Source: an optimization exercise on an open RTL-to-GDS flow (aim: small area). Production flows keep margins and buffers that such runs may drop.
Function was checked by simulation only, so behaviour that the tests miss may differ from the original.
Power and IR drop assume default switching activity.

Setup of wip/cedar:
Design pcie_app, start of the top module:
module pcie_app
#(
  parameter int NUM_REGS = 16
)
(
  input  logic                   pcie_core_clk_i,
  input  logic                   rst_n_i,
  input  logic                   s_axis_tx_tready_i,
  output logic [DATA_W-1:0]      s_axis_tx_tdata_o,
  output logic [KEEP_W-1:0]      s_axis_tx_tkeep_o,
  output logic                   s_axis_tx_tlast_o,
  output logic                   s_axis_tx_tvalid_o,
  input  logic [DATA_W-1:0]      m_axis_rx_tdata_i,
  input  logic                   m_axis_rx_tlast_i,
  input  logic                   m_axis_rx_tvalid_i,
  output logic                   m_axis_rx_tready_o,
  input  logic [7:0]             cfg_bus_number_i,
  input  logic [4:0]             cfg_device_number_i,
  input  logic [2:0]             cfg_function_number_i,
  output logic [31:0]            user_data_o,
  output logic [USER_ADDR_W-1:0] user_addr_o,
  output logic                   user_wr_req_o,
  input  logic [31:0]            user_data_i,
  input  logic                   user_rd_ack_i,
  output logic                   user_rd_req_o
);
  function automatic int bits_for(input int n);
    bits_for = 1;
    while ((1 << bits_for) < n)
      bits_for++;
  endfunction
  localparam int NR = NUM_REGS - 1;         
  localparam int PW = bits_for(NUM_REGS);   
  localparam logic [2:0] ST_CLR  = 3'd0;   
  localparam logic [2:0] ST_IDLE = 3'd1;   
  localparam logic [2:0] ST_DISC = 3'd2;   
  localparam logic [2:0] ST_WR   = 3'd3;   
  localparam logic [2:0] ST_RD   = 3'd4;   
  localparam logic [2:0] ST_CPL0 = 3'd5;   
  localparam logic [2:0] ST_RDW  = 3'd6;   
  localparam logic [2:0] ST_CPL1 = 3'd7;   
  function automatic logic [31:0] dw_swap(input logic [31:0] dw);
    dw_swap = {dw[7:0], dw[15:8], dw[23:16], dw[31:24]};
  endfunction
  logic [2:0]       st_q;
  logic [PW-1:0]    pos_q;
  logic [PW-1:0]    pos_nxt;
  logic             pos_last;   
  logic [NR*32-1:0] ring_q;
  logic [31:0]      ring_out;
  logic [31:0]      ring_in;
  ...
Size in the first run: roughly 540 flip-flops, roughly 14,000 um2 of cells after synthesis.
clock: 4.0 ns
lec_check: 0
cap_margin: 0
core_margin: 2
core_utilization: 60
gpl_timing_driven: 0
slew_margin: 0
standard.sh (not shown) runs the stock make flow with config.mk's settings and CLKGATE_MAP_FILE= SYNTH_SCRIPT=/design/flow/synth_recipe.tcl, a recipe that flattens the netlist after the stock synthesis.
==> flow/flow/run.sh <==
#!/bin/bash
# Standard ORFS layout with smaller port buffers and a leaner clock tree.
set -euo pipefail
export BUFFER_PORTS_ARGS="-buffer_cell sky130_fd_sc_hd__buf_1"
export CTS_ARGS="-sink_clustering_enable -repair_clock_nets -dont_use_dummy_load -buf_list sky130_fd_sc_hd__clkbuf_8 -sink_clustering_size 20 -sink_clustering_max_diameter 60"
export REMOVE_ABC_BUFFERS=1
bash standard.sh > standard.log 2>&1
What wip/garnet does differently from wip/cedar at the input level:
==> flow/flow/run.sh <==
#!/bin/bash
# Standard ORFS layout with smaller port buffers and a leaner clock tree.
set -euo pipefail
export BUFFER_PORTS_ARGS="-buffer_cell sky130_fd_sc_hd__buf_1"
export CTS_ARGS="-sink_clustering_enable -repair_clock_nets -dont_use_dummy_load -buf_list sky130_fd_sc_hd__clkbuf_4 -sink_clustering_size 12 -sink_clustering_max_diameter 40"
bash standard.sh > standard.log 2>&1
diff --git a/flow/config.mk b/flow/config.mk
--- a/flow/config.mk
+++ b/flow/config.mk
@@ -9,4 +9,3 @@
 export CORE_MARGIN = 2
 export CORE_UTILIZATION = 60
-export GPL_TIMING_DRIVEN = 0
 export SLEW_MARGIN = 0
==> comparison <==
Looking at wip/garnet and wip/cedar, the share of flip-flops with an asynchronous set or reset is a wash.
wip/garnet: wire length after detailed routing is 260 um higher than what wip/cedar reported.
wip/garnet ended up with s_axis_tx_tdata_o[47] as its capture point of the critical path; wip/cedar ended up with m_axis_rx_tready_o.
Between wip/garnet and wip/cedar, final cell count without fillers is higher for wip/garnet, wip/cedar comes in under that.
wip/garnet against wip/cedar: static leakage was more or less identical, clock network area share went down.
Type of the most critical hold path = primary input to asynchronous set/reset pin: wip/cedar; type of the most critical hold path = register to register: wip/garnet
Between wip/garnet and wip/cedar, it is wip/garnet whose cts-stage hold buffer count is higher, by 1.
What wip/juniper does differently from wip/garnet at the input level:
==> flow/flow/run.sh <==
#!/bin/bash
# Standard ORFS layout with smaller port buffers and a leaner clock tree.
set -euo pipefail
export BUFFER_PORTS_ARGS="-buffer_cell sky130_fd_sc_hd__buf_1"
export CTS_ARGS="-sink_clustering_enable -repair_clock_nets -dont_use_dummy_load -buf_list sky130_fd_sc_hd__clkbuf_8 -sink_clustering_size 20 -sink_clustering_max_diameter 60"
bash standard.sh > standard.log 2>&1
diff --git a/flow/config.mk b/flow/config.mk
--- a/flow/config.mk
+++ b/flow/config.mk
@@ -8,4 +8,4 @@
 export CAP_MARGIN = 0
 export CORE_MARGIN = 2
-export CORE_UTILIZATION = 60
+export CORE_UTILIZATION = 70
 export SLEW_MARGIN = 0
--- outcome ---
- Changes observed in wip/juniper relative to wip/garnet: share of cell area taken by flip-flops and latches grew by 0.20 points, wire length reported by the detailed router rose by about 3%, starting utilization of the core area went up by 10 points.
- wip/juniper has worst hold slack after final layout below what wip/garnet had.
- Comparing wip/juniper against wip/garnet, there is no change at all in number of enable-type register cells in the synthesized netlist.
- wip/juniper ended up with primary input to asynchronous set/reset pin as its classification of the worst-slack hold path; wip/garnet ended up with register to register.
What wip/maple does differently from wip/juniper at the input level:
diff --git a/flow/config.mk b/flow/config.mk
--- a/flow/config.mk
+++ b/flow/config.mk
@@ -8,4 +8,4 @@
 export CAP_MARGIN = 0
 export CORE_MARGIN = 2
-export CORE_UTILIZATION = 70
+export CORE_UTILIZATION = 60
 export SLEW_MARGIN = 0
### Flow results
- Between wip/juniper and wip/maple, the share of the final layout cell area in sequential cells does not differ in any meaningful way.
- Post-route clock period utilization came out higher on wip/maple than on wip/juniper.
- Going from wip/juniper to wip/maple, the combinational group power was found to have gone down by about 2%.
- Each of the runs, namely wip/maple and wip/juniper, reached the end of the flow and came out clean.
- Across both runs, worst setup slack after placement was lower for wip/maple than for wip/juniper.
- Changes observed in wip/maple relative to wip/juniper: synthesized-area fraction occupied by xor and xnor cells saw little to no change, met1 layer usage reported by global route saw a decrease, number of standard cells in the final layout excluding fillers saw an increase.
- wip/maple: total length of routed wires lower than wip/juniper

---

## build 76
Another version of the RTL of pcie_app (not shown whole).
Size in the first run: about 240 I/O pins, roughly 0.013 mm² of cells after synthesis.
==> flow/config.mk <==
export PLATFORM = sky130hd
export DESIGN_NAME = pcie_app
export DESIGN_NICKNAME = pcie_app
export VERILOG_FILES = /design/flow/design.v
export SDC_FILE = /design/flow/constraint.sdc
export NUM_CORES = 4
export LEC_CHECK = 0
export CAP_MARGIN = 0
export CORE_MARGIN = 2
export CORE_UTILIZATION = 60
export CTS_BUF_LIST = sky130_fd_sc_hd__clkbuf_8
export CTS_CLUSTER_DIAMETER = 60
export CTS_CLUSTER_SIZE = 20
export SLEW_MARGIN = 0
==> flow/constraint.sdc <==
create_clock -name core_clock -period 4.0 [get_ports {pcie_core_clk_i}]
set_input_delay 0.8000 -clock core_clock [delete_from_list [all_inputs] [get_ports {pcie_core_clk_i}]]
set_output_delay 0.8000 -clock core_clock [all_outputs]
set_load 0.01 [all_outputs]
run.sh (not shown) runs the stock make flow with config.mk's settings and CLKGATE_MAP_FILE= SYNTH_SCRIPT=/design/flow/synth_recipe.tcl, a recipe that flattens the netlist after the stock synthesis.
Stock flow here: none of the scripts above is used.
Build 76 had finished all stages when the layout checks came back failing, citing setup timing.
The inputs of build 63 differ from those of build 76 as listed below.
Settings: a deleted CTS_CLUSTER_DIAMETER that had been 60; a deleted CTS_CLUSTER_SIZE that had been 20; a deleted CTS_BUF_LIST that had been sky130_fd_sc_hd__clkbuf_8.
==> flow/flow/run.sh (new file) <==
#!/bin/bash
# Standard ORFS layout with smaller port buffers and a leaner clock tree.
set -euo pipefail
export BUFFER_PORTS_ARGS="-buffer_cell sky130_fd_sc_hd__buf_1"
export CTS_ARGS="-sink_clustering_enable -repair_clock_nets -dont_use_dummy_load -buf_list sky130_fd_sc_hd__clkbuf_8 -sink_clustering_size 20 -sink_clustering_max_diameter 60"
bash standard.sh > standard.log 2>&1
==> flow/standard.sh (new file) <==
#!/bin/bash
# synth_recipe.tcl (not shown) runs the flow's synth.tcl, then flattens the netlist and writes it again
# the make line also repeats each setting of config.mk as NAME=value (left out here)
make -C /OpenROAD-flow-scripts/flow DESIGN_CONFIG=/design/flow/config.mk WORK_HOME=/design/flow/orfs CLKGATE_MAP_FILE= SYNTH_SCRIPT=/design/flow/synth_recipe.tcl "${@:-finish}"
removed: flow/run.sh
[summary]
Build 63: flow completed, timing, DRC and antenna clean
[build 63] combinational share of power fell 3.8 points relative to build 76
In the reports for build 76 and build 63, the larger clock-buffer cell count belongs to build 76.
Sequential group power essentially unchanged between build 63 and build 76.
First-pass GRT wire length, build 63 vs build 76: down by a few percent
Compared with build 76, in build 63 detail-routed via count per cell shows an increase of 1.1%, pre-CTS setup slack went up, clock skew has increased, slack of the worst reg-to-reg path now sits higher.
Taking build 63 over build 76, the static power due to leakage ratio works out to 0.882.
The following lists how build 24 was set up differently from build 63:
Settings: an added CTS_BUF_LIST of sky130_fd_sc_hd__clkbuf_8; a change of CORE_UTILIZATION from 60 to 40; a change of SLEW_MARGIN from 0 to 20; an added CTS_CLUSTER_DIAMETER of 60; a change of CAP_MARGIN from 0 to 20; an added CTS_CLUSTER_SIZE of 20.
==> flow/run.sh (new file) <==
#!/bin/bash
# synth_recipe.tcl (not shown) runs the flow's synth.tcl, then flattens the netlist and writes it again
# the make line also repeats each setting of config.mk as NAME=value (left out here)
make -C /OpenROAD-flow-scripts/flow DESIGN_CONFIG=/design/flow/config.mk WORK_HOME=/design/flow/orfs CLKGATE_MAP_FILE= SYNTH_SCRIPT=/design/flow/synth_recipe.tcl finish
removed: flow/flow/run.sh
removed: flow/standard.sh
==> comparison <==
Lower slack of the critical path goes to build 24 over build 63.
Summary of build 24 over build 63: final worst-path cycle share picked up an extra 10 points, fmax went down 11%, final core utilization lost 17 points, switching part of the total has decreased, shortest clock period the worst path allows after layout went up 0.40 ns.
Timing, DRC, antenna: 0 failures across build 24 and build 63
The sequential share of layout area reported for build 24 is smaller than that of build 63 by 8.9 points.
Cell depth of the worst setup path down 2 in build 24 wrt build 63
Compared with build 63, build 24 is hungrier on power.
A cell type of the slowest stage on the worst timing path of sky130_fd_sc_hd__nor3_2 is what build 24 shows, while sky130_fd_sc_hd__or4_1 belongs to build 63.
--- input diff build 24..build 78 ---
Settings: CTS_BUF_LIST: sky130_fd_sc_hd__clkbuf_8 -> unset; CTS_CLUSTER_DIAMETER: 60 -> unset; SLEW_MARGIN: 20 -> 0; CAP_MARGIN: 20 -> 0; CTS_CLUSTER_SIZE: 20 -> unset; CORE_UTILIZATION: 40 -> 60.
==> flow/flow/run.sh (new file) <==
#!/bin/bash
# Standard ORFS layout with smaller port buffers and a leaner clock tree.
set -euo pipefail
export BUFFER_PORTS_ARGS="-buffer_cell sky130_fd_sc_hd__buf_1"
export CTS_ARGS="-sink_clustering_enable -repair_clock_nets -dont_use_dummy_load -buf_list sky130_fd_sc_hd__clkbuf_8 -sink_clustering_size 20 -sink_clustering_max_diameter 60"
export SKIP_REPAIR_TIE_FANOUT=1
bash standard.sh > standard.log 2>&1
==> flow/standard.sh (new file) <==
#!/bin/bash
# synth_recipe.tcl (not shown) runs the flow's synth.tcl, then flattens the netlist and writes it again
# the make line also repeats each setting of config.mk as NAME=value (left out here)
make -C /OpenROAD-flow-scripts/flow DESIGN_CONFIG=/design/flow/config.mk WORK_HOME=/design/flow/orfs CLKGATE_MAP_FILE= SYNTH_SCRIPT=/design/flow/synth_recipe.tcl "${@:-finish}"
removed: flow/run.sh
--- outcome ---
Build 24 vs build 78, class of the most critical setup path: reg -> out vs in -> out. Area growth from synthesis to final layout ended up 14 points lower on build 78 than on build 24. Minimum clock period, build 24 and build 78, higher one = build 24. Relative to build 24, largest incremental delay on the critical path increased by 0.04 ns in build 78. Lower final area goes to build 78 over build 24. Compared with build 24, count of multi-input gates in build 78 decreased by a few percent. Changes observed in build 78 relative to build 24: routed wire length decreased 9.1%; final layout net count decreased 1.5%; sequential share of layout area increased 9.2 points.

afterwards: timing with drivers on the ports:
The flow's constraints put no driver on any port. The routed layouts listed below were extracted and timed again, unchanged, in two steps. Step 1: set_driving_cell puts a clkbuf_16 on pcie_core_clk_i and a buf_2 on each other input, an assumption about the parent block. Step 2 also shifts input and output timing later by t, the mid clock arrival at the registers, as if the neighbouring blocks saw the same clock. a / b / c = ideal / step 1 / step 2; a / b = the first two.
run | shift t [ns] | slack for setup (ns) | worst setup path after step 2 | clock arrival spread, ns
wip/cedar | 0.554 | 0.316 / 0.290 / 0.290 | input to output | 0.066 / 0.065
wip/garnet | 0.682 | 0.477 / 0.436 / 0.848 | input to output | 0.107 / 0.107
wip/juniper | 0.611 | 0.603 / 0.563 / 0.846 | input to output | 0.055 / 0.054
wip/maple | 0.606 | 0.577 / 0.536 / 0.842 | input to output | 0.076 / 0.076
build 76 | 0.575 | -0.016 / -0.043 / -0.043 | input to output | 0.024 / 0.025
build 63 | 0.609 | 0.655 / 0.627 / 0.627 | input to output | 0.080 / 0.080
build 24 | 0.583 | 0.252 / 0.208 / 0.358 | input to output | 0.037 / 0.037
build 78 | 0.611 | 0.584 / 0.564 / 0.564 | input to output | 0.049 / 0.049
The setup slack of build 63, which loses most, moves by -0.028 ns with the drivers and by -0.028 ns with both steps.
